Source: an optimization exercise on an open RTL-to-GDS flow (aim: small area). Production flows keep margins and buffers that such runs may drop. RTL that was checked went through simulation tests only; none was proved equivalent to the original. The RTL of run 4 was laid out without a check of its function. No activity file was given, so power comes from the tool's default toggle rates. The clock port is modelled as an ideal driver; clocking choices that lean on that would not hold on a real chip.

$ cat config.mk
export PLATFORM = sky130hd
export DESIGN_NAME = wb_trace_drain
export DESIGN_NICKNAME = wb_trace_drain
export VERILOG_FILES = /design/flow/design.v
export SDC_FILE = /design/flow/constraint.sdc
export NUM_CORES = 4
export LEC_CHECK = 0
export CAP_MARGIN = 20
export CORE_MARGIN = 2
export CORE_UTILIZATION = 40
export SLEW_MARGIN = 20
export SYNTH_HIERARCHICAL = 1
$ cat constraint.sdc
create_clock -name core_clock -period 5.0 [get_ports {clk_in}]
set_input_delay 1.0000 -clock core_clock [delete_from_list [all_inputs] [get_ports {clk_in}]]
set_output_delay 1.0000 -clock core_clock [all_outputs]
set_load 0.01 [all_outputs]
$ cat design.v
module wb_trace_drain_row #(
    parameter int W = 102
) (
    input  logic [W-1:0] q,
    input  logic [W-1:0] d,
    input  logic         hold,
    input  logic         we,
    output logic [W-1:0] nx
);
    assign nx = (q & {W{hold}}) | (d & {W{we}});
endmodule
module wb_trace_drain_rdterm (
    input  logic [31:0] pc,
    input  logic [31:0] ir,
    input  logic [5:0]  rr,
    input  logic [31:0] wd,
    input  logic [3:0]  s,
    output logic [31:0] yn,
    output logic [5:0]  rn
);
    assign yn = ~((pc & {32{s[0]}}) | (ir & {32{s[1]}}) | (wd & {32{s[3]}}));
    assign rn = ~(rr & {6{s[2]}});
endmodule
module wb_trace_drain_rdmerge #(
    parameter int N = 16
) (
    input  logic [N*32-1:0] yn,
    input  logic [N*6-1:0]  rn,
    output logic [31:0]     data
);
    always_comb begin
        data = '0;
        for (int k = 0; k < N; k++) begin
            data       = data | ~yn[k*32 +: 32];
            data[5:0]  = data[5:0] | ~rn[k*6 +: 6];
        end
    end
endmodule
module wb_trace_drain #(
    parameter int          DEPTH       = 16,
    parameter int          MAX_COMMITS = 1200,
    parameter logic [31:0] BUBBLE_IR   = 32'hffffffff
) (
    input  logic              clk_in,
    input  logic              reset,
    input  logic [31:0]       wb_pc,
    input  logic [31:0]       wb_ir,
    input  logic              wb_rf_w,
    input  logic [4:0]        wb_rd,
    input  logic [31:0]       wb_wdata,
    input  logic              rd_ready,
    output logic [31:0]       rd_data,
    output logic              rd_valid,
    output logic              rd_last,
    output logic [15:0]       commit_count,
    output logic              overflow,
    output logic              done,
    output logic [0:0]        dbg_state
);
    localparam int            AW    = $clog2(DEPTH);
    localparam int            CW    = $clog2(MAX_COMMITS + 1);
    localparam logic [CW-1:0] MAX_C = CW'(MAX_COMMITS);
    localparam int            EW    = 102;
    logic [EW-1:0] mem_q [DEPTH];
    logic [EW-1:0] mem_d [DEPTH];
    logic [AW:0]   wr_ptr_q, rd_ptr_q;
    logic [1:0]    idx_q;
    logic          valid_q;
    logic [CW-1:0] count_q;
    logic          overflow_q, done_q;
    logic empty, full, more, qual, push, pop, xfer;
    logic [AW:0] wr_ptr_inc, rd_ptr_inc;
    logic [AW-1:0] nxt_ptr;
    logic [1:0]    nxt_idx;
    logic [31:0]   rd_word, rd_data_q;
    assign empty      = (wr_ptr_q == rd_ptr_q);
    assign full       = (wr_ptr_q[AW] != rd_ptr_q[AW]) &&
                        (wr_ptr_q[AW-1:0] == rd_ptr_q[AW-1:0]);
    assign rd_ptr_inc = rd_ptr_q + 1'b1;
    assign wr_ptr_inc = wr_ptr_q + 1'b1;
    assign more       = (rd_ptr_inc != wr_ptr_q);
    assign xfer = valid_q && rd_ready;
    assign pop  = xfer && (idx_q == 2'd3);
    assign qual = (wb_ir != BUBBLE_IR) && (count_q < MAX_C);
    assign push = qual && (!full || pop);
    assign nxt_ptr = pop ? rd_ptr_inc[AW-1:0] : rd_ptr_q[AW-1:0];
    assign nxt_idx = idx_q + {1'b0, xfer};
    logic [EW-1:0] entry_new;
    assign entry_new = {(wb_rf_w ? wb_wdata : 32'd0), wb_rf_w, wb_rd, wb_ir, wb_pc};
    logic [DEPTH-1:0] we;
    logic [DEPTH-1:0] s0, s1, s2, s3;
    logic [DEPTH*32-1:0] yn;
    logic [DEPTH*6-1:0]  rn;
    for (genvar k = 0; k < DEPTH; k++) begin : g_slot
        assign we[k] = push && (wr_ptr_q[AW-1:0] == AW'(k));
        wb_trace_drain_row #(.W(EW)) u_row (
            .q(mem_q[k]), .d(entry_new), .hold(!we[k]), .we(we[k]), .nx(mem_d[k])
        );
        always_ff @(posedge clk_in) mem_q[k] <= mem_d[k];
        logic rsel;
        assign rsel  = (nxt_ptr == AW'(k));
        assign s0[k] = rsel && (nxt_idx == 2'd0);
        assign s1[k] = rsel && (nxt_idx == 2'd1);
        assign s2[k] = rsel && (nxt_idx == 2'd2);
        assign s3[k] = rsel && (nxt_idx == 2'd3);
        wb_trace_drain_rdterm u_rd (
            .pc(mem_q[k][31:0]), .ir(mem_q[k][63:32]), .rr(mem_q[k][69:64]), .wd(mem_q[k][101:70]),
            .s({s3[k], s2[k], s1[k], s0[k]}), .yn(yn[k*32 +: 32]), .rn(rn[k*6 +: 6])
        );
    end
    wb_trace_drain_rdmerge #(.N(DEPTH)) u_merge (.yn(yn), .rn(rn), .data(rd_word));
    always_ff @(posedge clk_in) rd_data_q <= rd_word;
    always_ff @(posedge clk_in) begin
        if (!reset) begin
            wr_ptr_q   <= '0;
            rd_ptr_q   <= '0;
            idx_q      <= 2'd0;
            valid_q    <= 1'b0;
            count_q    <= '0;
            overflow_q <= 1'b0;
            done_q     <= 1'b0;
        end else begin
            if (push) wr_ptr_q <= wr_ptr_inc;
            if (pop)  rd_ptr_q <= rd_ptr_inc;
            if (xfer) idx_q    <= idx_q + 2'd1;
            if (!valid_q)  valid_q <= !empty;
            else if (pop)  valid_q <= more;
            if (qual) count_q <= count_q + 1'b1;
            if (qual && full && !pop) overflow_q <= 1'b1;
            if ((count_q == MAX_C) && empty && !valid_q) done_q <= 1'b1;
        end
    end
    assign rd_data      = rd_data_q;
    assign rd_valid     = valid_q;
    assign rd_last      = (idx_q == 2'd3);
    assign commit_count = 16'(count_q);
    assign overflow     = overflow_q;
    assign done         = done_q;
    assign dbg_state    = valid_q;
endmodule
$ cat run.sh
#!/bin/bash
# synth_recipe.tcl (not shown) runs the flow's synth.tcl, then flattens the netlist and writes it again
# the make line also repeats each setting of config.mk as NAME=value (left out here)
make -C /OpenROAD-flow-scripts/flow DESIGN_CONFIG=/design/flow/config.mk WORK_HOME=/design/flow/orfs CLKGATE_MAP_FILE= SYNTH_SCRIPT=/design/flow/synth_recipe.tcl finish
==> flow_summary.ini, run 1 <==
[layout]
flow.area_growth_from_synthesis_pct = 17.0
commonest_cells_after_routing_fill_and_taps_aside = sky130_fd_sc_hd__dfxtp_1 (1690), sky130_fd_sc_hd__a22o_1 (1635), sky130_fd_sc_hd__a222oi_1 (512)
layout.nets = 5200
layout_commonest_cell = sky130_fd_sc_hd__dfxtp_1
final_design_area_no_fill_um2 = 70800
layout-drive-gt1-share_pct = 12.7

[routing]
drt_first_pass_iters = 10
drt.antenna.violating_nets = 0
post_drt_via_cell_ratio = 6.71
routed_wire_length_per_instance_um = 31.7
total_number_of_vias = 48600
post_route_wl_um = 230000
initial_detailed_routing_violation_count = 7751
route.detailed.drc = 0

[sta]
clock-skew-final_ns = 0.0320
fin_crit_ns = 4.51
postLayoutSetupSlackWorst_ns = 0.492
fin_crit_sh_pct = 90.2
setup_total_negative_slack_ns = 0
max_slew_margin_pct = 14.9
maxSlewViolCount = 0
timing.fmax_mhz = 222
rsz0062_at_grt = false
max_slew.worst_pin.slew_ns = 1.27
setup-violations-final = 0
fin_worst_hold_slack_ns = 0.472
timing_hold_violations_final = 0

[run_status]
outcome = finished clean

[worst_setup_path]
crit_family = simple AND/OR/NAND/NOR gates
slowest_stage = sky130_fd_sc_hd__nor4_1
path_max_fanout = 19
critical_path.n_buffers_inverters = 1
element_type_at_the_critical_path_start = flop
setup.worst_path.end_class = flop
cpPeakStageDelay_ns = 0.89
critical_path_required_ns = 5.67
worst_ep_arrival_time_ns = 5.18
worstPathCellList = ha_1 > nand4_1 > a22o_1 > nand2_1 > nor2_4 > buf_4 > a222oi_1 > nand4_1 > nor4_1 > nand2_1
worst-setup-path-type = reg2reg

[pwr]
share_clk_of_total_power_pct = 39.1
ir_worst_vdd_uv = 368
pwr-share-seq_pct = 49.9
sw_frac_of_total_pct = 24.8
p_switching_mw = 8.45
power.share.combinational_pct = 11.0
power_leakage_nw = 27.1
power_report.internal_total_mw = 25.6
total_power_mw = 34.0
power_per_cell_area_nw_per_um2 = 480

[synth]
post_synth_instance_area_um2 = 60500
yosys_register_bits = 1690
synth_seq_area_share_pct = 55.9
syn_inst = 4980
synth_warnings = 11
yosys.cell_types.count = 48
post-synth-top-area-fraction_pct = 55.9
netlist_top_cells_area = sky130_fd_sc_hd__dfxtp_1 (56%), sky130_fd_sc_hd__a22o_1 (24%), sky130_fd_sc_hd__a222oi_1 (8.5%)
async_flop_share_pct = 0
synth_largest_area_cell = sky130_fd_sc_hd__dfxtp_1
number_of_flops_mapped_to_enable_cells_by_yosys = 0
syn-mean-instance-area_um2 = 12.2
dominant_synthesized_flop_cell = sky130_fd_sc_hd__dfxtp_1

[global_routing]
number_of_global_route_vias_before_repair = 46100
grt_pass1_wl_um = 331000
grt.total_usage_pct = 28.9
global_route.overflow_total = 0
pin_count_of_the_biggest_net_entering_global_routing = 64
number_of_antenna_violations_at_the_first_check_in_global_routing = 8

[clock_tree]
cts-root-buf = sky130_fd_sc_hd__clkbuf_16
hold_buf_cts = 0
cts_num_sinks = 1690
insertion_delay_ns = 0.83
cts-buffers-inserted = 169
post_cts_setup_buffer_count = 0
cts-htree-levels = 4
path_clk_slew_ns = 0.07
cts_resized = 0
cts_buffer_depth = 3
cts_tree = yes

[placement]
place_congestion = 0.888
dpl_cell_area_um2 = 65000
detailed_place_hpwl_um = 148000
dp_slack_ns = -0.0161
port_buffers = 152

[min_path]
min_path_type = reg2reg

[floorplanning]
boundaryPins = 158
floorplan.die_area_um2 = 154000
die_x_um = 393
die_h_um = 393
rows = 142
floorplan.initialDensity_pct = 40.4
core_region_area_um2 = 150000

[job]
max-cap-violations = 0
-- Yosys stat by module (local to each module, per instance), excerpt --
module                 area [µm²]  cells inside
wb_trace_drain              35900          2048
wb_trace_drain_rdterm         425            47
-- cells in the mapped netlist, types with 2 or more instances --
cell / number
sky130_fd_sc_hd__xnor2_1: 6
sky130_fd_sc_hd__o21ai_0: 5
sky130_fd_sc_hd__nor3_1: 2
sky130_fd_sc_hd__nor2_1: 71
sky130_fd_sc_hd__clkbuf_1: 52
sky130_fd_sc_hd__or3_1: 2
sky130_fd_sc_hd__o31a_1: 3
sky130_fd_sc_hd__nand4_1: 170
sky130_fd_sc_hd__dfxtp_1: 1690
sky130_fd_sc_hd__buf_1: 2
sky130_fd_sc_hd__o21a_1: 4
sky130_fd_sc_hd__a22o_1: 1635
sky130_fd_sc_hd__nor3b_1: 2
sky130_fd_sc_hd__nor2b_1: 7
sky130_fd_sc_hd__nand3b_1: 2
sky130_fd_sc_hd__and2_1: 38
sky130_fd_sc_hd__o21ai_1: 3
sky130_fd_sc_hd__buf_6: 100
sky130_fd_sc_hd__o31ai_1: 4
sky130_fd_sc_hd__a21boi_0: 4
sky130_fd_sc_hd__nand3_1: 23
sky130_fd_sc_hd__xor2_1: 8
sky130_fd_sc_hd__and3_1: 18
sky130_fd_sc_hd__a31oi_1: 2
sky130_fd_sc_hd__ha_1: 9
sky130_fd_sc_hd__nand2_1: 140
sky130_fd_sc_hd__or4_1: 26
sky130_fd_sc_hd__a222oi_1: 512
sky130_fd_sc_hd__mux2i_1: 13
sky130_fd_sc_hd__nand2b_1: 13
sky130_fd_sc_hd__inv_1: 7
sky130_fd_sc_hd__buf_4: 214
sky130_fd_sc_hd__buf_2: 161
sky130_fd_sc_hd__and4_1: 3
sky130_fd_sc_hd__nand4b_1: 2
sky130_fd_sc_hd__nor4_1: 15
-- flip-flops by register name, indices dropped and copies added (netlist names) --
| register | cells |
|---|---|
| rd_ptr_q | 5 |
| wr_ptr_q | 5 |
| idx_q | 2 |
| overflow_q | 1 |
| valid_q | 1 |
| count_q | 11 |
| mem_q | 1632 |
| rd_data_q | 32 |
| done_q | 1 |
-- worst reg2reg max path: cells and delay by family (launching register included) --
family,cells,cell delay (ns)
AND/OR/NAND/NOR,6,2.11
AO/OA/AOI/OAI,2,0.87
flip-flops,1,0.73
adder cells (fa/ha/maj),1,0.37
buffers and inverters,1,0.28
-- layout make-up --
cell class / instances / area [µm²]
antenna: 4 / 10.0
clock buffer: 248 / 4940
clock inverter: 59 / 906
fill: 13400 / 79100
inverter: 7 / 28.8
multi-input combinational: 2758 / 23500
sequential: 1690 / 33800
tap: 2016 / 2520
timing repair buffer: 460 / 5070
-- cell families after synthesis --
logic type,after synthesis,share of synthesized area [%]
adders and majority gates,9,0.186
other,1,0.00620
DFF,1690,55.9
AOI/OAI and AO/OA,2179,32.5
muxes,13,0.215
xor gates and xnor gates,14,0.203
and+or+nand+nor,538,4.76
buffers and inverters,536,6.23
-- power by group through the flow --
stage               Clock, mW  Sequential (mW)  Combinational (mW)
floorplan                   0             16.8                2.51
global placement            0             17.2                3.61
detailed placement          0             17.2                3.71
CTS                      13.4             16.9                3.71
global route             14.0             17.2                3.99
finish                   13.3             17.0                3.74
-- metrics by stage --
stage,std cells,utilization (%)
after global placement,6930,43.3
after floorplan,4984,-
final,7242,47.2
after CTS,7237,47.2
after detailed placement,6930,43.3
after global routing,7239,47.2
-- metal layers --
layer	wire [µm]	track usage, %
met4	9200	11.9
met1	96000	39.6
met2	101000	43.9
met3	23700	6.45
met5	13	0
-- path summary, 6_finish.rpt --
path                from            to  slack, ns  cells after the start
max          rd_ptr_q[0]  rd_data_q[0]       0.49                     10
min               done_q        done_q       0.47                      1
max reg2reg  rd_ptr_q[0]  rd_data_q[0]       0.49                     10
min reg2reg       done_q        done_q       0.47                      1
==> run 2, diff against run 1 <==
==> flow/run.sh (new file) <==
#!/bin/bash
# Layout flow: the standard ORFS flow, with a lighter clock tree (larger sink clusters,
# no dummy loads) and small port buffers. Each tool's full output stays in orfs/logs; make's own
# output goes to make.log here.
set -euo pipefail
CTS="-sink_clustering_enable -repair_clock_nets -buf_list sky130_fd_sc_hd__clkbuf_16"
CTS="$CTS -sink_clustering_size 30 -sink_clustering_max_diameter 100 -dont_use_dummy_load"
bash standard.sh "CTS_ARGS=$CTS" \
    "BUFFER_PORTS_ARGS=-buffer_cell sky130_fd_sc_hd__buf_2" \
    finish > make.log 2>&1
==> standard.sh (new file) <==
#!/bin/bash
# synth_recipe.tcl (not shown) runs the flow's synth.tcl, then flattens the netlist and writes it again
# the make line also repeats each setting of config.mk as NAME=value (left out here)
make -C /OpenROAD-flow-scripts/flow DESIGN_CONFIG=/design/flow/config.mk WORK_HOME=/design/flow/orfs CLKGATE_MAP_FILE= SYNTH_SCRIPT=/design/flow/synth_recipe.tcl "${@:-finish}"
removed: run.sh
==> run 2 against run 1 <==
First-iteration DRC count up 0.40%. Sequential share of layout area up 4.1 points. Final area down 8.0%. Fmax about the same. Largest cell class unchanged. Highest routed layer unchanged.
==> flow_summary.ini, run 2 <==
[run_status]
outcome = finished clean

[clock_tree]
cts-htree-levels = 3
insertion_delay_ns = 0.75
post_cts_setup_buffer_count = 0
path_clk_slew_ns = 0.11
cts_resized = 0
cts-root-buf = sky130_fd_sc_hd__clkbuf_16
cts_num_sinks = 1690
hold_buf_cts = 0
cts_tree = yes
cts-buffers-inserted = 68
cts_buffer_depth = 3

[global_routing]
pin_count_of_the_biggest_net_entering_global_routing = 61
number_of_antenna_violations_at_the_first_check_in_global_routing = 15
global_route.overflow_total = 0
grt.total_usage_pct = 28.4
grt_pass1_wl_um = 325000
number_of_global_route_vias_before_repair = 44400

[sta]
fin_crit_sh_pct = 90.2
rsz0062_at_grt = false
clock-skew-final_ns = 0.102
timing_hold_violations_final = 0
setup_total_negative_slack_ns = 0
maxSlewViolCount = 0
max_slew_margin_pct = 15.9
max_slew.worst_pin.slew_ns = 1.26
setup-violations-final = 0
timing.fmax_mhz = 222
fin_crit_ns = 4.51

[routing]
post_route_wl_um = 228000
route.detailed.drc = 0
routed_wire_length_per_instance_um = 33.0
post_drt_via_cell_ratio = 6.90
total_number_of_vias = 47800
drt_first_pass_iters = 8
drt.antenna.violating_nets = 0
initial_detailed_routing_violation_count = 7782

[floorplanning]
rows = 142
floorplan.initialDensity_pct = 40.4
die_x_um = 393
floorplan.die_area_um2 = 154000
die_h_um = 393
boundaryPins = 158
core_region_area_um2 = 150000

[synth]
async_flop_share_pct = 0
syn-mean-instance-area_um2 = 12.2
post-synth-top-area-fraction_pct = 55.9
synth_compound_area_share_pct = 32.5
synth_largest_area_cell = sky130_fd_sc_hd__dfxtp_1
synth_seq_area_share_pct = 55.9
dominant_synthesized_flop_cell = sky130_fd_sc_hd__dfxtp_1
syn_inst = 4980
yosys.area_share.adder_pct = 0.186
synth_simple_gate_area_share_pct = 4.76
most_frequent_cell_after_synthesis = sky130_fd_sc_hd__dfxtp_1
netlist_top_cells_area = sky130_fd_sc_hd__dfxtp_1 (56%), sky130_fd_sc_hd__a22o_1 (24%), sky130_fd_sc_hd__a222oi_1 (8.5%)
post_synth_instance_area_um2 = 60500
synth_warnings = 11
synth_top_family_by_area = compound AO/OA/AOI/OAI gates
number_of_flops_mapped_to_enable_cells_by_yosys = 0
yosys_register_bits = 1690
synth_top_cells_by_count = sky130_fd_sc_hd__dfxtp_1 (1690), sky130_fd_sc_hd__a22o_1 (1635), sky130_fd_sc_hd__a222oi_1 (512)
synthXorXnorAreaFrac_pct = 0.203
yosys.cell_types.count = 48
synth_mux_area_share_pct = 0.215

[worst_setup_path]
worst-setup-path-type = reg2reg
crit_family = simple AND/OR/NAND/NOR gates
cpPeakStageDelay_ns = 0.87
slowest_stage = sky130_fd_sc_hd__a222oi_1
worstPathCellList = ha_1 > nand4_1 > nand3_1 > o31ai_1 > buf_4 > nand2_1 > nor2_4 > a222oi_1 > buf_4 > nand4_1 > buf_4 > or4_1
worst_reg2reg_path_depth = 12
rrSetupSlack_ns = 0.49
r2r-start = rd_ptr_q[0]
element_type_at_the_critical_path_start = flop
critical_path.n_buffers_inverters = 3
path_max_fanout = 19
worst_r2r_endpoint = rd_data_q[9]
worst_ep_arrival_time_ns = 5.10
setup.worst_path.end_class = flop
crit_top_cell = sky130_fd_sc_hd__buf_4
critical_path_required_ns = 5.59
worst-path-stages = 12

[pwr]
ir_worst_vdd_uv = 275
power_per_cell_area_nw_per_um2 = 417
power_leakage_nw = 24.6
total_power_mw = 27.2

[layout]
layout-drive-gt1-share_pct = 10.7
regMostFlops = mem_q
layout_commonest_cell = sky130_fd_sc_hd__dfxtp_1
layout.nets = 5013
commonest_cells_after_routing_fill_and_taps_aside = sky130_fd_sc_hd__dfxtp_1 (1690), sky130_fd_sc_hd__a22o_1 (1635), sky130_fd_sc_hd__a222oi_1 (512)
largest_registers = mem_q (1632), rd_data_q (32), count_q (11)
largest_register_ffs = 1632
flow.area_growth_from_synthesis_pct = 7.71

[min_path]
min_path_type = reg2reg
min_to = mem_q[0][42]
instance_count_along_the_most_critical_hold_path = 1
hold_path_startpoint = mem_q[0][42]

[placement]
port_buffers = 152
detailed_place_hpwl_um = 142000
place_congestion = 0.874

[job]
max-cap-violations = 0
==> run 2: cell counts after synthesis <==
No cell type changed its count.
==> run 2: power breakdown <==
group / total [mW] / switching, mW / internal [mW]
sequential: 17.0 / 1.28 / 15.7
combinational: 3.51 / 1.49 / 2.02
clock: 6.71 / 4.24 / 2.47
==> run 2: Yosys stat by module (local to each module, per instance), a selection <==
module	copies in the design	flip-flops and latches
wb_trace_drain	1	1690
wb_trace_drain_rdterm	16	0
==> run 2: layout make-up <==
| class | count | area, µm² |
|---|---|---|
| Antenna cell | 8 | 20.0 |
| Sequential cell | 1690 | 33800 |
| Fill cell | 13900 | 84800 |
| Inverter | 7 | 28.8 |
| Multi-Input combinational cell | 2758 | 23500 |
| Tap cell | 2016 | 2520 |
| Clock buffer | 68 | 1700 |
| Timing Repair Buffer | 374 | 3550 |
==> run 2: worst max-delay path by stage <==
stage                      from            end  slack, ns
floorplan              rd_ready  rd_data_q[30]       1.74
global placement       rd_ready   rd_data_q[5]       0.43
detailed placement    wb_ir[18]    mem_q[5][9]       0.45
CTS                 rd_ptr_q[0]   rd_data_q[9]       0.59
global route        rd_ptr_q[0]   rd_data_q[9]       0.32
finish              rd_ptr_q[0]   rd_data_q[9]       0.49
==> run 2: cells by family after synthesis <==
| kind of cell | after synthesis |
|---|---|
| other cells | 1 |
| simple gates | 538 |
| flops | 1690 |
| compound gates | 2179 |
| fa+ha+maj | 9 |
| mux | 13 |
| buf+inv | 536 |
| xor+xnor | 14 |
==> run 2: layer usage <==
layer	up-vias	global-route usage, %	share of wire (%)
met2	2802	43.3	44
met5	-	0	0.011
met3	416	6.01	11
li1	20300	-	-
met4	4	11.6	3.9
met1	24300	39.0	42
==> run 2: per-stage QoR <==
stage	utilization, %	cell area, µm²	instances	setup slack, ns	hold WS [ns]
after CTS	43.5	65200	6913	0.586	0.482
after global routing	43.5	65200	6914	0.323	0.502
after global placement	42.3	63400	6843	0.426	0.465
final	43.5	65200	6921	0.489	0.482
after floorplan	-	60500	4984	1.74	0.454
after detailed placement	42.3	63500	6845	0.446	0.470
==> run 3, diff against run 2 <==
--- a/config.mk
+++ b/config.mk
@@ -7,6 +7,6 @@
 export LEC_CHECK = 0
 export CAP_MARGIN = 20
 export CORE_MARGIN = 2
-export CORE_UTILIZATION = 40
+export CORE_UTILIZATION = 60
 export SLEW_MARGIN = 20
 export SYNTH_HIERARCHICAL = 1
==> run 3 against run 2 <==
Still clean. Total power shrank 0.33%. Fmax grew 4.3%. Worst setup slack gained 0.18 ns. Via count grew 0.75%. Critical endpoint is now rd_data_q[3]. Largest cell class unchanged. Highest routed layer unchanged.
==> flow_summary.ini, run 3 <==
[run_status]
outcome = finished clean

[global_routing]
number_of_global_route_vias_before_repair = 44200
grt.total_usage_pct = 41.0
global_route.overflow_total = 0
grt_pass1_wl_um = 316000
number_of_antenna_violations_at_the_first_check_in_global_routing = 14
pin_count_of_the_biggest_net_entering_global_routing = 103

[layout]
largest_register_ffs = 1632
largest_registers = mem_q (1632), rd_data_q (32), count_q (11)
layout_commonest_cell = sky130_fd_sc_hd__dfxtp_1
commonest_cells_after_routing_fill_and_taps_aside = sky130_fd_sc_hd__dfxtp_1 (1690), sky130_fd_sc_hd__a22o_1 (1635), sky130_fd_sc_hd__a222oi_1 (512)
final_design_area_no_fill_um2 = 63900
layout.nets = 4984
post_layout_nonfiller_instances = 6170
layout-drive-gt1-share_pct = 10.1
fill_cells = 7871
regMostFlops = mem_q
flow.area_growth_from_synthesis_pct = 5.63

[clock_tree]
post_cts_setup_buffer_count = 0
cts_resized = 0
cts_tree = yes
cts-buffers-inserted = 66
cts-htree-levels = 3
cts-root-buf = sky130_fd_sc_hd__clkbuf_16
cts_buffer_depth = 3
hold_buf_cts = 0
insertion_delay_ns = 0.69
path_clk_slew_ns = 0.10
cts_num_sinks = 1690

[floorplanning]
die_x_um = 322
core_region_area_um2 = 100000
floorplan.initialDensity_pct = 60.5
boundaryPins = 158
rows = 116
floorplan.die_area_um2 = 103000
die_h_um = 322

[placement]
port_buffers = 152
detailed_place_hpwl_um = 138000
dpl_cell_area_um2 = 62200
placed_cells_incl_taps = 6099
place_congestion = 0.900
dp_slack_ns = 0.351

[synth]
yosys_register_bits = 1690
syn-mean-instance-area_um2 = 12.2
synth_seq_area_share_pct = 55.9
synthXorXnorAreaFrac_pct = 0.203
synth_largest_area_cell = sky130_fd_sc_hd__dfxtp_1
synth_top_cells_by_count = sky130_fd_sc_hd__dfxtp_1 (1690), sky130_fd_sc_hd__a22o_1 (1635), sky130_fd_sc_hd__a222oi_1 (512)
post_synth_instance_area_um2 = 60500
synth_warnings = 11
synth_simple_gate_area_share_pct = 4.76
most_frequent_cell_after_synthesis = sky130_fd_sc_hd__dfxtp_1
post-synth-top-area-fraction_pct = 55.9
syn_inst = 4980
netlist_top_cells_area = sky130_fd_sc_hd__dfxtp_1 (56%), sky130_fd_sc_hd__a22o_1 (24%), sky130_fd_sc_hd__a222oi_1 (8.5%)
async_flop_share_pct = 0
number_of_flops_mapped_to_enable_cells_by_yosys = 0
yosys.cell_types.count = 48
dominant_synthesized_flop_cell = sky130_fd_sc_hd__dfxtp_1
synth_mux_area_share_pct = 0.215
yosys.area_share.adder_pct = 0.186
synth_top_family_by_area = compound AO/OA/AOI/OAI gates
synth_compound_area_share_pct = 32.5

[sta]
setup-violations-final = 0
timing_hold_violations_final = 0
postLayoutSetupSlackWorst_ns = 0.674
fin_crit_ns = 4.33
max_slew_margin_pct = 18.3
fin_crit_sh_pct = 86.5
rsz0062_at_grt = false
clock-skew-final_ns = 0.0454
setup_total_negative_slack_ns = 0
timing.fmax_mhz = 231
max_slew.worst_pin.slew_ns = 1.22
maxSlewViolCount = 0

[worst_setup_path]
rrSetupSlack_ns = 0.67
worst_ep_arrival_time_ns = 4.85
slowest_stage = sky130_fd_sc_hd__dfxtp_1
setup.worst_path.end_class = flop
crit_family = simple AND/OR/NAND/NOR gates
worst-setup-path-type = reg2reg
path_max_fanout = 19
cpPeakStageDelay_ns = 0.73
critical_path.n_buffers_inverters = 1
element_type_at_the_critical_path_start = flop
worstPathCellList = ha_1 > and4b_1 > mux2i_1 > o22ai_1 > nand3_1 > nor2_4 > buf_4 > a222oi_1 > nand4_1 > nor4_1 > nand2_1
critical_path_required_ns = 5.53

[routing]
initial_detailed_routing_violation_count = 8610
post_drt_via_cell_ratio = 7.80
total_number_of_vias = 48100
drt.antenna.violating_nets = 0
route.detailed.drc = 0
post_route_wl_um = 221000
drt_first_pass_iters = 9
routed_wire_length_per_instance_um = 35.8

[pwr]
power_per_cell_area_nw_per_um2 = 424
ir_worst_vdd_uv = 381
power_leakage_nw = 24.4

[min_path]
min_path_type = reg2reg

[job]
max-cap-violations = 0
## run 3: cell counts after synthesis
No cell type changed its count.
## run 3: final timing paths
path / from / to / cells after the start
worst min-delay path: done_q / done_q / 1
worst max-delay path: rd_ptr_q[0] / rd_data_q[3] / 11
worst min register to register: done_q / done_q / 1
worst max register to register: rd_ptr_q[0] / rd_data_q[3] / 11
## run 3: cells by family (layout without fill, tap and decap cells)
group	count (synthesis)	in the layout
compound gates	2179	2179
flops	1690	1690
simple gates	538	538
buf+inv	536	420
xor+xnor	14	14
mux	13	13
fa+ha+maj	9	9
other cells	1	9
## run 3: area by class of cell
type	count	area, µm²	share of cell area [%]
Tap cell	1298	1620	2.54
Multi-Input combinational cell	2758	23500	36.8
Antenna cell	4	10.0	0.0157
Timing Repair Buffer	347	3260	5.10
Inverter	7	28.8	0.0450
Clock buffer	66	1650	2.58
Sequential cell	1690	33800	52.9
## run 3: worst reg2reg max path, stage by stage, from the launching register on
cell and delay (ns):
sky130_fd_sc_hd__dfxtp_1 0.73, sky130_fd_sc_hd__ha_1 0.37, sky130_fd_sc_hd__and4b_1 0.23, sky130_fd_sc_hd__mux2i_1 0.13
sky130_fd_sc_hd__o22ai_1 0.18, sky130_fd_sc_hd__nand3_1 0.41, sky130_fd_sc_hd__nor2_4 0.24, sky130_fd_sc_hd__buf_4 0.35
sky130_fd_sc_hd__a222oi_1 0.61, sky130_fd_sc_hd__nand4_1 0.21, sky130_fd_sc_hd__nor4_1 0.64, sky130_fd_sc_hd__nand2_1 0.11
## run 3: layer usage
metal	share of wire, %	GRT usage (%)	routed length [µm]
met4	5.3	19.1	11800
met3	13	10.9	29200
met2	42	60.0	92700
met1	39	56.5	86900
met5	0.032	0	70
## run 3: per-stage QoR
step                      hold slack, ns  utilization (%)  power [mW]
after floorplan                    0.454                -        19.3
after global placement             0.452             62.2        20.7
after detailed placement           0.459             62.2        20.7
after CTS                          0.482             63.9        27.0
after global routing               0.497             63.9        28.0
final                              0.477             63.9        27.1
## run 3: Yosys stat by module (local to each module, per instance), a selection
module                 flops+latches  cells inside  copies in the design  cell area, µm²
wb_trace_drain                  1690          2048                     1           35900
wb_trace_drain_rdterm              0            47                    16             425
## run 3: power by group
group          switching (mW)  leakage (nW)  internal, mW
registers                1.35          13.9          15.7
logic                    1.49          9.73          2.02
clock network            4.14         0.813          2.41
==> run 4, diff against run 3 <==
--- a/design.v
+++ b/design.v
@@ -9,6 +9,20 @@
 );
     assign nx = (q & {W{hold}}) | (d & {W{we}});
 endmodule
+module wb_trace_drain_grp #(
+    parameter int W = 26
+) (
+    input  logic [W-1:0] q,
+    input  logic [W-1:0] d,
+    input  logic         push,
+    input  logic         sel,
+    output logic [W-1:0] nx
+);
+    logic we, hold;
+    assign we   = push & sel;
+    assign hold = ~(push & sel);
+    wb_trace_drain_row #(.W(W)) u_row (.q(q), .d(d), .hold(hold), .we(we), .nx(nx));
+endmodule
 module wb_trace_drain_rdterm (
     input  logic [31:0] pc,
     input  logic [31:0] ir,
@@ -18,7 +32,9 @@
     output logic [31:0] yn,
     output logic [5:0]  rn
 );
-    assign yn = ~((pc & {32{s[0]}}) | (ir & {32{s[1]}}) | (wd & {32{s[3]}}));
+    logic s3;
+    assign s3 = s[3] & rr[5];
+    assign yn = ~((pc & {32{s[0]}}) | (ir & {32{s[1]}}) | (wd & {32{s3}}));
     assign rn = ~(rr & {6{s[2]}});
 endmodule
 module wb_trace_drain_rdmerge #(
@@ -61,6 +77,9 @@
     localparam int            CW    = $clog2(MAX_COMMITS + 1);
     localparam logic [CW-1:0] MAX_C = CW'(MAX_COMMITS);
     localparam int            EW    = 102;
+    localparam int            NG    = 4;
+    localparam int            GW    = 26;
+    localparam int            GL    = EW - (NG - 1) * GW;
     logic [EW-1:0] mem_q [DEPTH];
     logic [EW-1:0] mem_d [DEPTH];
     logic [AW:0]   wr_ptr_q, rd_ptr_q;
@@ -86,16 +105,21 @@
     assign nxt_ptr = pop ? rd_ptr_inc[AW-1:0] : rd_ptr_q[AW-1:0];
     assign nxt_idx = idx_q + {1'b0, xfer};
     logic [EW-1:0] entry_new;
-    assign entry_new = {(wb_rf_w ? wb_wdata : 32'd0), wb_rf_w, wb_rd, wb_ir, wb_pc};
-    logic [DEPTH-1:0] we;
+    assign entry_new = {wb_wdata, wb_rf_w, wb_rd, wb_ir, wb_pc};
     logic [DEPTH-1:0] s0, s1, s2, s3;
     logic [DEPTH*32-1:0] yn;
     logic [DEPTH*6-1:0]  rn;
     for (genvar k = 0; k < DEPTH; k++) begin : g_slot
-        assign we[k] = push && (wr_ptr_q[AW-1:0] == AW'(k));
-        wb_trace_drain_row #(.W(EW)) u_row (
-            .q(mem_q[k]), .d(entry_new), .hold(!we[k]), .we(we[k]), .nx(mem_d[k])
-        );
+        logic wsel;
+        assign wsel = (wr_ptr_q[AW-1:0] == AW'(k));
+        for (genvar g = 0; g < NG; g++) begin : g_grp
+            localparam int LO = g * GW;
+            localparam int W  = (g == NG - 1) ? GL : GW;
+            wb_trace_drain_grp #(.W(W)) u_grp (
+                .q(mem_q[k][LO +: W]), .d(entry_new[LO +: W]), .push(push), .sel(wsel),
+                .nx(mem_d[k][LO +: W])
+            );
+        end
         always_ff @(posedge clk_in) mem_q[k] <= mem_d[k];
         logic rsel;
         assign rsel  = (nxt_ptr == AW'(k));
==> run 4 against run 3 <==
Highest routed layer unchanged. Critical path type unchanged. Largest power group unchanged. Worst hold slack better by 0.010 ns. Core utilization is 1.4 points lower. Fmax is 4.6% lower. Via count is 2.6% higher. Still clean on timing, DRC and antenna. Total power is 2.3% higher.
==> flow_summary.ini, run 4 <==
[routing]
drt.antenna.violating_nets = 0
post_drt_via_cell_ratio = 7.71
drt_first_pass_iters = 10
total_number_of_vias = 49400
routed_wire_length_per_instance_um = 36.8
route.detailed.drc = 0
initial_detailed_routing_violation_count = 8375
post_route_wl_um = 235000

[worst_setup_path]
worst-setup-path-type = reg2reg
worst_ep_arrival_time_ns = 5.18
element_type_at_the_critical_path_start = flop
critical_path_required_ns = 5.64
path_max_fanout = 23
worstPathCellList = ha_1 > nand4_1 > o31ai_1 > nand2_1 > nor2_4 > buf_4 > a222oi_1 > nand4_1 > nor4_1 > buf_4 > nand2_1
cpPeakStageDelay_ns = 0.85
slowest_stage = sky130_fd_sc_hd__nor2_4
setup.worst_path.end_class = flop

[sta]
timing.fmax_mhz = 220
fin_worst_hold_slack_ns = 0.487
fin_crit_ns = 4.54
rsz0062_at_grt = false
timing_hold_violations_final = 0
setup-violations-final = 0
max_slew.worst_pin.slew_ns = 1.30
clock-skew-final_ns = 0.0488
setup_total_negative_slack_ns = 0
fin_crit_sh_pct = 90.7
max_slew_margin_pct = 13.3
maxSlewViolCount = 0

[min_path]
min_path_type = reg2reg

[floorplanning]
die_h_um = 328
floorplan.initialDensity_pct = 60.7
die_x_um = 328
core_region_area_um2 = 104000
boundaryPins = 158
floorplan.die_area_um2 = 108000
rows = 118

[synth]
synth_top_cells_by_count = sky130_fd_sc_hd__dfxtp_1 (1690), sky130_fd_sc_hd__a22o_1 (1281), sky130_fd_sc_hd__a222oi_1 (512)
netlist_top_cells_area = sky130_fd_sc_hd__dfxtp_1 (54%), sky130_fd_sc_hd__a22o_1 (18%), sky130_fd_sc_hd__a222oi_1 (8.1%)
syn-mean-instance-area_um2 = 12.4
post-synth-top-area-fraction_pct = 53.7
syn_inst = 5082
synth_warnings = 11
yosys_register_bits = 1690
number_of_flops_mapped_to_enable_cells_by_yosys = 0
yosys.cell_types.count = 49
synth_seq_area_share_pct = 53.7
post_synth_instance_area_um2 = 63100
most_frequent_cell_after_synthesis = sky130_fd_sc_hd__dfxtp_1
synth_largest_area_cell = sky130_fd_sc_hd__dfxtp_1
async_flop_share_pct = 0
dominant_synthesized_flop_cell = sky130_fd_sc_hd__dfxtp_1

[layout]
fill_cells = 8400
layout_commonest_cell = sky130_fd_sc_hd__dfxtp_1
largest_registers = mem_q (1632), rd_data_q (32), count_q (11)
layout-drive-gt1-share_pct = 17.2
regMostFlops = mem_q
commonest_cells_after_routing_fill_and_taps_aside = sky130_fd_sc_hd__dfxtp_1 (1690), sky130_fd_sc_hd__a22o_1 (1281), sky130_fd_sc_hd__a222oi_1 (512)
final_design_area_no_fill_um2 = 65000
layout.nets = 5124
largest_register_ffs = 1632
flow.area_growth_from_synthesis_pct = 3.12

[global_routing]
number_of_global_route_vias_before_repair = 46600
grt_pass1_wl_um = 335000
global_route.overflow_total = 0
pin_count_of_the_biggest_net_entering_global_routing = 70
number_of_antenna_violations_at_the_first_check_in_global_routing = 29
grt.total_usage_pct = 42.2

[clock_tree]
cts_resized = 0
insertion_delay_ns = 0.69
post_cts_setup_buffer_count = 0
cts-htree-levels = 3
cts_num_sinks = 1690
cts_tree = yes
cts-root-buf = sky130_fd_sc_hd__clkbuf_16
hold_buf_cts = 0
path_clk_slew_ns = 0.11
cts-buffers-inserted = 66
cts_buffer_depth = 3

[placement]
place_congestion = 0.963
port_buffers = 152
detailed_place_hpwl_um = 155000
dpl_cell_area_um2 = 63300

[job]
max-cap-violations = 0

[pwr]
power_leakage_nw = 25.1
ir_worst_vdd_uv = 410
power_per_cell_area_nw_per_um2 = 426

[run_status]
outcome = finished clean
run 4: changes by cell type after synthesis, moves of 54 or more:
cell	previous run	this run
sky130_fd_sc_hd__nand2_1	140	206
sky130_fd_sc_hd__clkbuf_1	52	106
sky130_fd_sc_hd__a22o_2	0	352
sky130_fd_sc_hd__buf_4	214	6
sky130_fd_sc_hd__buf_6	100	369
sky130_fd_sc_hd__a22o_1	1635	1281
sky130_fd_sc_hd__buf_2	161	5
run 4: layout make-up:
type	instances	area, µm²	area share, %
Inverter	6	22.5	0.0346
Clock buffer	66	1650	2.54
Sequential cell	1690	33800	52.0
Timing Repair Buffer	391	3680	5.66
Tap cell	1380	1730	2.66
Antenna cell	16	40.0	0.0616
Multi-Input combinational cell	2855	24100	37.0
run 4: logic make-up after synthesis:
family / synth area share [%]
AO/OA/AOI/OAI: 31.8
flip-flops: 53.7
AND/OR/NAND/NOR: 5.35
buffers and inverters: 8.52
multiplexers: 0.254
XOR/XNOR: 0.194
adder cells (fa/ha/maj): 0.179
other: 0.00595
run 4: path summary, 6_finish.rpt:
kind	slack (ns)	depth (start not counted)	from	end
worst min register to register	0.49	1	mem_q[5][35]	mem_q[5][35]
worst max register to register	0.46	11	rd_ptr_q[0]	rd_data_q[3]
worst max-delay path	0.46	11	rd_ptr_q[0]	rd_data_q[3]
worst min-delay path	0.49	1	mem_q[5][35]	mem_q[5][35]
run 4: power breakdown:
part	internal [mW]	total (mW)	switching (mW)	leakage (nW)
clock network	2.41	6.55	4.14	0.813
registers	15.9	17.3	1.39	13.9
logic	2.31	3.88	1.57	10.4
run 4: through the flow:
step | setup WS, ns | util (%) | total power [mW] | std cells
finish | 0.463 | 62.6 | 27.7 | 6404
global route | 0.283 | 62.5 | 28.6 | 6395
CTS | 0.631 | 62.5 | 27.6 | 6388
detailed placement | 0.514 | 60.9 | 21.3 | 6322
global placement | 0.597 | 60.9 | 21.2 | 6322
floorplan | 0.845 | - | 20.0 | 5086
run 4: modules after synthesis (local to each module, per instance), a selection:
module                 flops+latches  cells  area [µm²]  times used
wb_trace_drain                  1690   1990       35600           1
wb_trace_drain_rdterm              0     49         430          16
run 4: worst max-delay path: cells and delay by family (launching register included):
| kind | cells | cell delay [ns] |
|---|---|---|
| simple gates | 6 | 2.09 |
| compound gates | 2 | 0.78 |
| flops | 1 | 0.73 |
| buf+inv | 2 | 0.47 |
| fa+ha+maj | 1 | 0.39 |
run 4: metal layers:
layer	global-route usage (%)	vias up	part of all wire, %
li1	-	20600	-
met1	56.4	24500	38
met2	61.1	3550	42
met3	9.27	757	12
met4	28.7	30	8.1
met5	0	-	0.082
==> run 5, diff against run 4 <==
--- a/design.v
+++ b/design.v
@@ -9,20 +9,6 @@
 );
     assign nx = (q & {W{hold}}) | (d & {W{we}});
 endmodule
-module wb_trace_drain_grp #(
-    parameter int W = 26
-) (
-    input  logic [W-1:0] q,
-    input  logic [W-1:0] d,
-    input  logic         push,
-    input  logic         sel,
-    output logic [W-1:0] nx
-);
-    logic we, hold;
-    assign we   = push & sel;
-    assign hold = ~(push & sel);
-    wb_trace_drain_row #(.W(W)) u_row (.q(q), .d(d), .hold(hold), .we(we), .nx(nx));
-endmodule
 module wb_trace_drain_rdterm (
     input  logic [31:0] pc,
     input  logic [31:0] ir,
@@ -32,9 +18,7 @@
     output logic [31:0] yn,
     output logic [5:0]  rn
 );
-    logic s3;
-    assign s3 = s[3] & rr[5];
-    assign yn = ~((pc & {32{s[0]}}) | (ir & {32{s[1]}}) | (wd & {32{s3}}));
+    assign yn = ~((pc & {32{s[0]}}) | (ir & {32{s[1]}}) | (wd & {32{s[3]}}));
     assign rn = ~(rr & {6{s[2]}});
 endmodule
 module wb_trace_drain_rdmerge #(
@@ -77,9 +61,6 @@
     localparam int            CW    = $clog2(MAX_COMMITS + 1);
     localparam logic [CW-1:0] MAX_C = CW'(MAX_COMMITS);
     localparam int            EW    = 102;
-    localparam int            NG    = 4;
-    localparam int            GW    = 26;
-    localparam int            GL    = EW - (NG - 1) * GW;
     logic [EW-1:0] mem_q [DEPTH];
     logic [EW-1:0] mem_d [DEPTH];
     logic [AW:0]   wr_ptr_q, rd_ptr_q;
@@ -105,21 +86,16 @@
     assign nxt_ptr = pop ? rd_ptr_inc[AW-1:0] : rd_ptr_q[AW-1:0];
     assign nxt_idx = idx_q + {1'b0, xfer};
     logic [EW-1:0] entry_new;
-    assign entry_new = {wb_wdata, wb_rf_w, wb_rd, wb_ir, wb_pc};
+    assign entry_new = {(wb_rf_w ? wb_wdata : 32'd0), wb_rf_w, wb_rd, wb_ir, wb_pc};
+    logic [DEPTH-1:0] we;
     logic [DEPTH-1:0] s0, s1, s2, s3;
     logic [DEPTH*32-1:0] yn;
     logic [DEPTH*6-1:0]  rn;
     for (genvar k = 0; k < DEPTH; k++) begin : g_slot
-        logic wsel;
-        assign wsel = (wr_ptr_q[AW-1:0] == AW'(k));
-        for (genvar g = 0; g < NG; g++) begin : g_grp
-            localparam int LO = g * GW;
-            localparam int W  = (g == NG - 1) ? GL : GW;
-            wb_trace_drain_grp #(.W(W)) u_grp (
-                .q(mem_q[k][LO +: W]), .d(entry_new[LO +: W]), .push(push), .sel(wsel),
-                .nx(mem_d[k][LO +: W])
-            );
-        end
+        assign we[k] = push && (wr_ptr_q[AW-1:0] == AW'(k));
+        wb_trace_drain_row #(.W(EW)) u_row (
+            .q(mem_q[k]), .d(entry_new), .hold(!we[k]), .we(we[k]), .nx(mem_d[k])
+        );
         always_ff @(posedge clk_in) mem_q[k] <= mem_d[k];
         logic rsel;
         assign rsel  = (nxt_ptr == AW'(k));
==> flow/run.sh (replaced) <==
#!/bin/bash
# Layout flow: the standard ORFS flow, with a lighter clock tree (larger sink clusters,
# no dummy loads), small port buffers, and no very large buffers for the resizer after synthesis.
# The standard synthesis runs first, unchanged. Each tool's full output stays in orfs/logs;
# make's own output goes to make_synth.log and make_layout.log here.
set -euo pipefail
PLATFORM_DONT_USE="sky130_fd_sc_hd__probe_p_8 sky130_fd_sc_hd__probec_p_8 sky130_fd_sc_hd__lpflow_bleeder_1
 sky130_fd_sc_hd__lpflow_clkbufkapwr_1 sky130_fd_sc_hd__lpflow_clkbufkapwr_16 sky130_fd_sc_hd__lpflow_clkbufkapwr_2
 sky130_fd_sc_hd__lpflow_clkbufkapwr_4 sky130_fd_sc_hd__lpflow_clkbufkapwr_8 sky130_fd_sc_hd__lpflow_clkinvkapwr_1
 sky130_fd_sc_hd__lpflow_clkinvkapwr_16 sky130_fd_sc_hd__lpflow_clkinvkapwr_2 sky130_fd_sc_hd__lpflow_clkinvkapwr_4
 sky130_fd_sc_hd__lpflow_clkinvkapwr_8 sky130_fd_sc_hd__lpflow_decapkapwr_12 sky130_fd_sc_hd__lpflow_decapkapwr_3
 sky130_fd_sc_hd__lpflow_decapkapwr_4 sky130_fd_sc_hd__lpflow_decapkapwr_6 sky130_fd_sc_hd__lpflow_decapkapwr_8
 sky130_fd_sc_hd__lpflow_inputiso0n_1 sky130_fd_sc_hd__lpflow_inputiso0p_1 sky130_fd_sc_hd__lpflow_inputiso1n_1
 sky130_fd_sc_hd__lpflow_inputiso1p_1 sky130_fd_sc_hd__lpflow_inputisolatch_1 sky130_fd_sc_hd__lpflow_isobufsrc_1
 sky130_fd_sc_hd__lpflow_isobufsrc_16 sky130_fd_sc_hd__lpflow_isobufsrc_2 sky130_fd_sc_hd__lpflow_isobufsrc_4
 sky130_fd_sc_hd__lpflow_isobufsrc_8 sky130_fd_sc_hd__lpflow_isobufsrckapwr_16
 sky130_fd_sc_hd__lpflow_lsbuf_lh_hl_isowell_tap_1 sky130_fd_sc_hd__lpflow_lsbuf_lh_hl_isowell_tap_2
 sky130_fd_sc_hd__lpflow_lsbuf_lh_hl_isowell_tap_4 sky130_fd_sc_hd__lpflow_lsbuf_lh_isowell_4
 sky130_fd_sc_hd__lpflow_lsbuf_lh_isowell_tap_1 sky130_fd_sc_hd__lpflow_lsbuf_lh_isowell_tap_2
 sky130_fd_sc_hd__lpflow_lsbuf_lh_isowell_tap_4"
BIG_BUFFERS="sky130_fd_sc_hd__buf_8 sky130_fd_sc_hd__buf_12 sky130_fd_sc_hd__buf_16
 sky130_fd_sc_hd__bufbuf_8 sky130_fd_sc_hd__bufbuf_16 sky130_fd_sc_hd__bufinv_8 sky130_fd_sc_hd__bufinv_16"
CTS="-sink_clustering_enable -repair_clock_nets -buf_list sky130_fd_sc_hd__clkbuf_16"
CTS="$CTS -sink_clustering_size 30 -sink_clustering_max_diameter 100 -dont_use_dummy_load"

bash standard.sh synth > make_synth.log 2>&1
bash standard.sh "DONT_USE_CELLS=$(echo $PLATFORM_DONT_USE $BIG_BUFFERS)" \
    "CTS_ARGS=$CTS" \
    "BUFFER_PORTS_ARGS=-buffer_cell sky130_fd_sc_hd__buf_2" \
    finish > make_layout.log 2>&1
==> run 5 against run 4 <==
Clock-buffer cell count stayed put. Combinational power shrank 11%. Core utilization rose by 0.35 points. Clock power is essentially flat. Worst hold slack worse by 0.019 ns. Critical path depth decreased by 1. Routed wire length shrank 6.9%. Non-clock buffer count is 8 higher. Global-route usage fell by 1.3 points. Worst setup slack got worse by 0.073 ns. Flip-flop and latch count is the same. Clock skew is 0.014 ns higher. Highest routed layer unchanged.
==> flow_summary.ini, run 5 <==
[global_routing]
number_of_antenna_violations_at_the_first_check_in_global_routing = 13
grt_pass1_wl_um = 314000
pin_count_of_the_biggest_net_entering_global_routing = 72
grt.total_usage_pct = 40.9
number_of_global_route_vias_before_repair = 44400
global_route.overflow_total = 0

[clock_tree]
cts-root-buf = sky130_fd_sc_hd__clkbuf_16
cts-buffers-inserted = 66
path_clk_slew_ns = 0.11
hold_buf_cts = 0
cts_tree = yes
cts_resized = 0
post_cts_setup_buffer_count = 0
insertion_delay_ns = 0.70
cts_num_sinks = 1690
cts_buffer_depth = 3
cts-htree-levels = 3

[placement]
place_congestion = 0.897
port_buffers = 152
dp_slack_ns = 0.366
placed_cells_incl_taps = 6151
detailed_place_hpwl_um = 139000

[layout]
flow.area_growth_from_synthesis_pct = 3.95
layout_commonest_cell = sky130_fd_sc_hd__dfxtp_1
regMostFlops = mem_q
largest_registers = mem_q (1632), rd_data_q (32), count_q (11)
layout.nets = 5036
largest_register_ffs = 1632
commonest_cells_after_routing_fill_and_taps_aside = sky130_fd_sc_hd__dfxtp_1 (1690), sky130_fd_sc_hd__a22o_1 (1635), sky130_fd_sc_hd__a222oi_1 (512)
post_layout_nonfiller_instances = 6224
layout-drive-gt1-share_pct = 11.1
finalCoreUtilization_pct = 62.9

[synth]
netlist_top_cells_area = sky130_fd_sc_hd__dfxtp_1 (56%), sky130_fd_sc_hd__a22o_1 (24%), sky130_fd_sc_hd__a222oi_1 (8.5%)
most_frequent_cell_after_synthesis = sky130_fd_sc_hd__dfxtp_1
post-synth-top-area-fraction_pct = 55.9
yosys_register_bits = 1690
dominant_synthesized_flop_cell = sky130_fd_sc_hd__dfxtp_1
post_synth_instance_area_um2 = 60500
syn_inst = 4980
yosys.cell_types.count = 48
async_flop_share_pct = 0
number_of_flops_mapped_to_enable_cells_by_yosys = 0
synth_largest_area_cell = sky130_fd_sc_hd__dfxtp_1
synth_warnings = 11
synth_seq_area_share_pct = 55.9
synth_top_cells_by_count = sky130_fd_sc_hd__dfxtp_1 (1690), sky130_fd_sc_hd__a22o_1 (1635), sky130_fd_sc_hd__a222oi_1 (512)
syn-mean-instance-area_um2 = 12.2

[floorplanning]
rows = 116
floorplan.die_area_um2 = 103000
floorplan.initialDensity_pct = 60.5
core_region_area_um2 = 100000
boundaryPins = 158
die_h_um = 322
die_x_um = 322

[sta]
setup-violations-final = 0
maxSlewViolCount = 0
max_slew.worst_pin.slew_ns = 1.33
fin_crit_ns = 4.61
max_slew_margin_pct = 11.4
setup_total_negative_slack_ns = 0
timing.fmax_mhz = 217
clock-skew-final_ns = 0.0626
timing_hold_violations_final = 0
fin_crit_sh_pct = 92.2
postLayoutSetupSlackWorst_ns = 0.390
rsz0062_at_grt = false

[worst_setup_path]
setup.worst_path.end_class = flop
worstPathCellList = ha_1 > nor2b_1 > mux2i_1 > o22ai_1 > nand3_1 > nor2_4 > buf_2 > a222oi_1 > nand4_1 > or4_1
worst_ep_arrival_time_ns = 5.23
path_max_fanout = 19
critical_path_required_ns = 5.62
slowest_stage = sky130_fd_sc_hd__nor2_4
element_type_at_the_critical_path_start = flop
worst-setup-path-type = reg2reg
cpPeakStageDelay_ns = 0.86

[routing]
post_drt_via_cell_ratio = 7.77
route.detailed.drc = 0
routed_wire_length_per_instance_um = 35.2
total_number_of_vias = 48300
drt_first_pass_iters = 10
drt.antenna.violating_nets = 0
post_route_wl_um = 219000
initial_detailed_routing_violation_count = 8893

[job]
max-cap-violations = 0

[pwr]
ir_worst_vdd_uv = 310
power_leakage_nw = 24.2
power_per_cell_area_nw_per_um2 = 428

[min_path]
min_path_type = reg2reg

[run_status]
outcome = finished clean
[run 5: logic make-up (layout without fill, tap and decap cells)]
family	after synthesis	in the layout	synth area share (%)
and+or+nand+nor	538	538	4.76
muxes	13	13	0.215
xor gates and xnor gates	14	14	0.203
buffers and inverters	536	472	6.23
adders and majority gates	9	9	0.186
AOI/OAI and AO/OA	2179	2179	32.5
other	1	11	0.00620
DFF	1690	1690	55.9
[run 5: layout make-up]
| type | count | area (µm²) |
|---|---|---|
| diodes | 6 | 15.0 |
| clock buffers | 66 | 1650 |
| fillers | 7995 | 37100 |
| inverters | 7 | 28.8 |
| multi-input cells | 2758 | 23500 |
| flip-flops and latches | 1690 | 33800 |
| well taps | 1298 | 1620 |
| repair buffers | 399 | 2230 |
[run 5: per-stage QoR]
step / hold slack [ns] / instance area (µm²) / total power, mW
after global routing: 0.485 / 62900 / 27.9
after floorplan: 0.454 / 60500 / 19.3
after CTS: 0.466 / 62900 / 26.9
final: 0.468 / 62900 / 26.9
after global placement: 0.447 / 61200 / 20.5
after detailed placement: 0.453 / 61200 / 20.6
[run 5: power by group]
part | internal (mW) | switching [mW] | total [mW]
logic | 1.97 | 1.48 | 3.45
registers | 15.7 | 1.29 | 17.0
clock network | 2.41 | 4.12 | 6.53
[run 5: path summary, 6_finish.rpt]
kind                         to   startpoint  slack [ns]  cells after the start
hold reg to reg          done_q       done_q        0.47                      1
setup / recovery  rd_data_q[31]  rd_ptr_q[0]        0.39                     10
hold / removal           done_q       done_q        0.47                      1
setup reg to reg  rd_data_q[31]  rd_ptr_q[0]        0.39                     10
[run 5: worst max-delay path: cells and delay by family, from the launching register on]
family	cells	cell delay, ns
simple gates	5	1.94
buf+inv	1	0.80
flops	1	0.76
compound gates	2	0.54
fa+ha+maj	1	0.37
mux	1	0.09
[run 5: routing by layer]
metal	vias to the layer above	GRT usage (%)	part of all wire, %
met4	6	16.6	4.6
met3	465	9.85	13
li1	20300	-	-
met2	3192	59.6	42
met1	24300	58.0	41
met5	-	1.32	0.099
[run 5: per-module statistics from Yosys (local to each module, per instance), a selection]
| module | times used | cells | cell area (µm²) | flops+latches |
|---|---|---|---|---|
| wb_trace_drain_rdterm | 16 | 47 | 425 | 0 |
| wb_trace_drain | 1 | 2048 | 35900 | 1690 |
==> run 6, diff against run 5 <==
--- a/design.v
+++ b/design.v
@@ -18,7 +18,9 @@
     output logic [31:0] yn,
     output logic [5:0]  rn
 );
-    assign yn = ~((pc & {32{s[0]}}) | (ir & {32{s[1]}}) | (wd & {32{s[3]}}));
+    logic s3;
+    assign s3 = s[3] & rr[5];
+    assign yn = ~((pc & {32{s[0]}}) | (ir & {32{s[1]}}) | (wd & {32{s3}}));
     assign rn = ~(rr & {6{s[2]}});
 endmodule
 module wb_trace_drain_rdmerge #(
@@ -86,7 +88,7 @@
     assign nxt_ptr = pop ? rd_ptr_inc[AW-1:0] : rd_ptr_q[AW-1:0];
     assign nxt_idx = idx_q + {1'b0, xfer};
     logic [EW-1:0] entry_new;
-    assign entry_new = {(wb_rf_w ? wb_wdata : 32'd0), wb_rf_w, wb_rd, wb_ir, wb_pc};
+    assign entry_new = {wb_wdata, wb_rf_w, wb_rd, wb_ir, wb_pc};
     logic [DEPTH-1:0] we;
     logic [DEPTH-1:0] s0, s1, s2, s3;
     logic [DEPTH*32-1:0] yn;
--- a/config.mk
+++ b/config.mk
@@ -7,6 +7,6 @@
 export LEC_CHECK = 0
 export CAP_MARGIN = 20
 export CORE_MARGIN = 2
-export CORE_UTILIZATION = 60
+export CORE_UTILIZATION = 70
 export SLEW_MARGIN = 20
 export SYNTH_HIERARCHICAL = 1
==> run 6 against run 5 <==
Total power increased by 2.1%. Critical path type unchanged. Clock-buffer cell count is the same. Via count increased by 0.26%. Die area decreased by 14%. Synthesized area is 0.26% lower. Synthesized cell count is essentially flat. Flip-flop and latch count unchanged. Combinational power rose by 7.2%. Worst setup slack improved by 0.17 ns. Sequential share of layout area grew 0.25 points. Global-route usage up 3.7 points. Sequential power about the same.
==> flow_summary.ini, run 6 <==
[layout]
layout-drive-gt1-share_pct = 11.4
finalCoreUtilization_pct = 73.4
regMostFlops = mem_q
layout.nets = 5034
largest_register_ffs = 1632
final_design_area_no_fill_um2 = 62600
commonest_cells_after_routing_fill_and_taps_aside = sky130_fd_sc_hd__dfxtp_1 (1690), sky130_fd_sc_hd__a22o_1 (1634), sky130_fd_sc_hd__a222oi_1 (512)
largest_registers = mem_q (1632), rd_data_q (32), count_q (11)
fill_cells = 6098
flow.area_growth_from_synthesis_pct = 3.74
layout_commonest_cell = sky130_fd_sc_hd__dfxtp_1

[worst_setup_path]
worst-setup-path-type = reg2reg
critical_path_required_ns = 5.60
cpPeakStageDelay_ns = 0.89
slowest_stage = sky130_fd_sc_hd__nor2_4
rrSetupSlack_ns = 0.56
r2r-start = rd_ptr_q[1]
worst_reg2reg_path_depth = 9
worstPathCellList = ha_1 > nand4_1 > o31ai_1 > nand2_1 > nor2_4 > buf_2 > a222oi_1 > nand4_1 > or4_1
element_type_at_the_critical_path_start = flop
critical_path.n_buffers_inverters = 1
worst_r2r_endpoint = rd_data_q[9]
crit_top_cell = sky130_fd_sc_hd__nand4_1
setup.worst_path.end_class = flop
worst_ep_arrival_time_ns = 5.04
path_max_fanout = 21
crit_family = simple AND/OR/NAND/NOR gates

[global_routing]
number_of_global_route_vias_before_repair = 45000
global_route.overflow_total = 0
grt-busiest-layer = met2
number_of_antenna_violations_at_the_first_check_in_global_routing = 16
met1_usage_pct = 60.6
grt_pass1_wl_um = 301000
groute.layer.met2.usage_pct = 64.2
pin_count_of_the_biggest_net_entering_global_routing = 60
groute.layer.met3.usage_pct = 11.1
grt.total_usage_pct = 44.6

[pwr]
total_power_mw = 27.5
ir_worst_vdd_uv = 389
power_leakage_nw = 24.3
power_per_cell_area_nw_per_um2 = 439

[run_status]
outcome = finished clean

[synth]
syn_inst = 4976
async_flop_share_pct = 0
dominant_synthesized_flop_cell = sky130_fd_sc_hd__dfxtp_1
synth_warnings = 11
synthXorXnorAreaFrac_pct = 0.203
synth_top_family_by_area = compound AO/OA/AOI/OAI gates
yosys.cell_types.count = 50
synth_mux_area_share_pct = 0.166
syn-mean-instance-area_um2 = 12.1
synth_compound_area_share_pct = 32.7
post_synth_instance_area_um2 = 60400
number_of_flops_mapped_to_enable_cells_by_yosys = 0
synth_top_cells_by_count = sky130_fd_sc_hd__dfxtp_1 (1690), sky130_fd_sc_hd__a22o_1 (1634), sky130_fd_sc_hd__a222oi_1 (512)
netlist_top_cells_area = sky130_fd_sc_hd__dfxtp_1 (56%), sky130_fd_sc_hd__a22o_1 (24%), sky130_fd_sc_hd__a222oi_1 (8.5%)
post-synth-top-area-fraction_pct = 56.1
synth_seq_area_share_pct = 56.1
yosys.area_share.adder_pct = 0.187
synth_largest_area_cell = sky130_fd_sc_hd__dfxtp_1
synth_simple_gate_area_share_pct = 4.62
most_frequent_cell_after_synthesis = sky130_fd_sc_hd__dfxtp_1
yosys_register_bits = 1690

[min_path]
instance_count_along_the_most_critical_hold_path = 1
hold_path_startpoint = overflow_q
min_to = overflow_q
min_path_type = reg2reg

[sta]
timing_hold_violations_final = 0
max_slew_margin_pct = 17.8
timing.fmax_mhz = 225
setup_total_negative_slack_ns = 0
fin_crit_sh_pct = 88.8
clock-skew-final_ns = 0.0644
rsz0062_at_grt = false
max_slew.worst_pin.slew_ns = 1.23
fin_worst_hold_slack_ns = 0.480
maxSlewViolCount = 0
fin_crit_ns = 4.44
setup-violations-final = 0

[routing]
routed_wire_length_per_instance_um = 34.0
drt.antenna.violating_nets = 0
drt_first_pass_iters = 10
post_route_wl_um = 207000
route.detailed.drc = 0
total_number_of_vias = 48500
post_drt_via_cell_ratio = 7.98
initial_detailed_routing_violation_count = 9102

[clock_tree]
cts-buffers-inserted = 66
post_cts_setup_buffer_count = 0
insertion_delay_ns = 0.68
path_clk_slew_ns = 0.11
cts-root-buf = sky130_fd_sc_hd__clkbuf_16
cts_resized = 0
cts_tree = yes
hold_buf_cts = 0
cts_num_sinks = 1690
cts-htree-levels = 3
cts_buffer_depth = 3

[floorplanning]
floorplan.initialDensity_pct = 70.8
rows = 107
die_h_um = 298
die_x_um = 298
boundaryPins = 158
core_region_area_um2 = 85300
floorplan.die_area_um2 = 88600

[placement]
port_buffers = 152
place_congestion = 0.901
dpl_cell_area_um2 = 60900
detailed_place_hpwl_um = 131000

[job]
max-cap-violations = 0
## run 6: cell types whose count changed after synthesis, moves of 7 or more
cell,delta
sky130_fd_sc_hd__clkbuf_1,+92
sky130_fd_sc_hd__buf_6,-81
sky130_fd_sc_hd__buf_8,+48
sky130_fd_sc_hd__buf_2,-47
sky130_fd_sc_hd__and2_1,-30
sky130_fd_sc_hd__and2_4,+16
sky130_fd_sc_hd__and3_1,-7
## run 6: stage by stage
stage | worst slack (ns) | std cells
after global routing | 0.520 | 6064
after floorplan | 1.63 | 4980
after global placement | 0.376 | 5992
after detailed placement | 0.331 | 5995
final | 0.562 | 6069
after CTS | 0.853 | 6061
## run 6: Yosys stat by module (local to each module, per instance), a selection
module | copies in the design | flip-flops and latches | cells inside | area [µm²]
wb_trace_drain | 1 | 1690 | 2012 | 35700
wb_trace_drain_rdterm | 16 | 0 | 49 | 430
## run 6: cell type report
| cell class | count | area [µm²] | area share [%] |
|---|---|---|---|
| clock buffer | 66 | 1650 | 2.64 |
| antenna | 7 | 17.5 | 0.0280 |
| tap | 1144 | 1430 | 2.29 |
| inverter | 9 | 36.3 | 0.0580 |
| multi-input combinational | 2742 | 23300 | 37.2 |
| timing repair buffer | 411 | 2340 | 3.73 |
| sequential | 1690 | 33800 | 54.0 |
## run 6: worst max-delay path by stage
stage | to | start | slack (ns) | cells past startpoint
final | rd_data_q[9] | rd_ptr_q[1] | 0.56 | 9
after global routing | rd_data_q[9] | rd_ptr_q[1] | 0.52 | 9
after CTS | rd_data_q[4] | rd_ptr_q[1] | 0.85 | 10
after detailed placement | rd_data_q[2] | rd_ready | 0.33 | 12
after global placement | rd_data_q[2] | rd_ready | 0.38 | 12
after floorplan | rd_data_q[10] | rd_ready | 1.63 | 13
## run 6: kinds of logic after synthesis
kind of cell	Yosys count
other cells	1
buf+inv	548
xor+xnor	14
mux	10
simple gates	519
fa+ha+maj	9
flops	1690
compound gates	2185
## run 6: per-layer routing
| layer | vias to the layer above | wire, µm |
|---|---|---|
| li1 | 20300 | - |
| met1 | 23900 | 77900 |
| met2 | 3586 | 86000 |
| met4 | 6 | 14800 |
| met5 | - | 45 |
| met3 | 678 | 27900 |
## run 6: report_power, final
group          leakage [nW]  total (mW)  internal [mW]  switching (mW)
sequential             13.9        17.3           15.9            1.42
clock                 0.813        6.46           2.40            4.06
combinational          9.57        3.70           2.17            1.53
## run 6: worst register-to-register path, cell delays in order (launching register included)
cell and delay [ns]:
sky130_fd_sc_hd__dfxtp_1 0.62, sky130_fd_sc_hd__ha_1 0.38, sky130_fd_sc_hd__nand4_1 0.32, sky130_fd_sc_hd__o31ai_1 0.74
sky130_fd_sc_hd__nand2_1 0.35, sky130_fd_sc_hd__nor2_4 0.90, sky130_fd_sc_hd__buf_2 0.53, sky130_fd_sc_hd__a222oi_1 0.20
sky130_fd_sc_hd__nand4_1 0.19, sky130_fd_sc_hd__or4_1 0.15

==> static timing again, ports no longer ideal <==
The results above use ideal ports. As a check the final layouts listed here were re-extracted and re-timed, cells and wires unchanged. Step 1 assumes that a clkbuf_16 drives the clock port and a buf_2 every other input. Step 2 also shifts input and output timing later by t, the mid clock arrival at the registers, as if the neighbouring blocks saw the same clock. Three values: ideal ports, drivers, drivers and shift; two values: the first two.
run | shift t [ns] | setup WS [ns] | worst setup path after step 2 | worst register clock-pin slew, ns | worst data-port slew with drivers (ns)
run 1 | 0.899 | 0.492 / 0.492 / -0.086 | input to register | 0.07 / 0.07 | 0.14
run 2 | 0.769 | 0.489 / 0.489 / 0.393 | input to register | 0.12 / 0.12 | 0.15
run 3 | 0.752 | 0.674 / 0.674 / 0.248 | input to register | 0.12 / 0.12 | 0.18
run 4 | 0.746 | 0.463 / 0.463 / 0.321 | input to register | 0.12 / 0.12 | 0.21
run 5 | 0.749 | 0.390 / 0.390 / 0.242 | input to register | 0.12 / 0.12 | 0.15
run 6 | 0.726 | 0.562 / 0.562 / 0.119 | input to register | 0.12 / 0.12 | 0.16
Met with ideal ports but missed after step 2: setup timing in run 1. The setup slack of run 1, which loses most, moves by 0.000 ns with the drivers and by -0.578 ns with both steps.
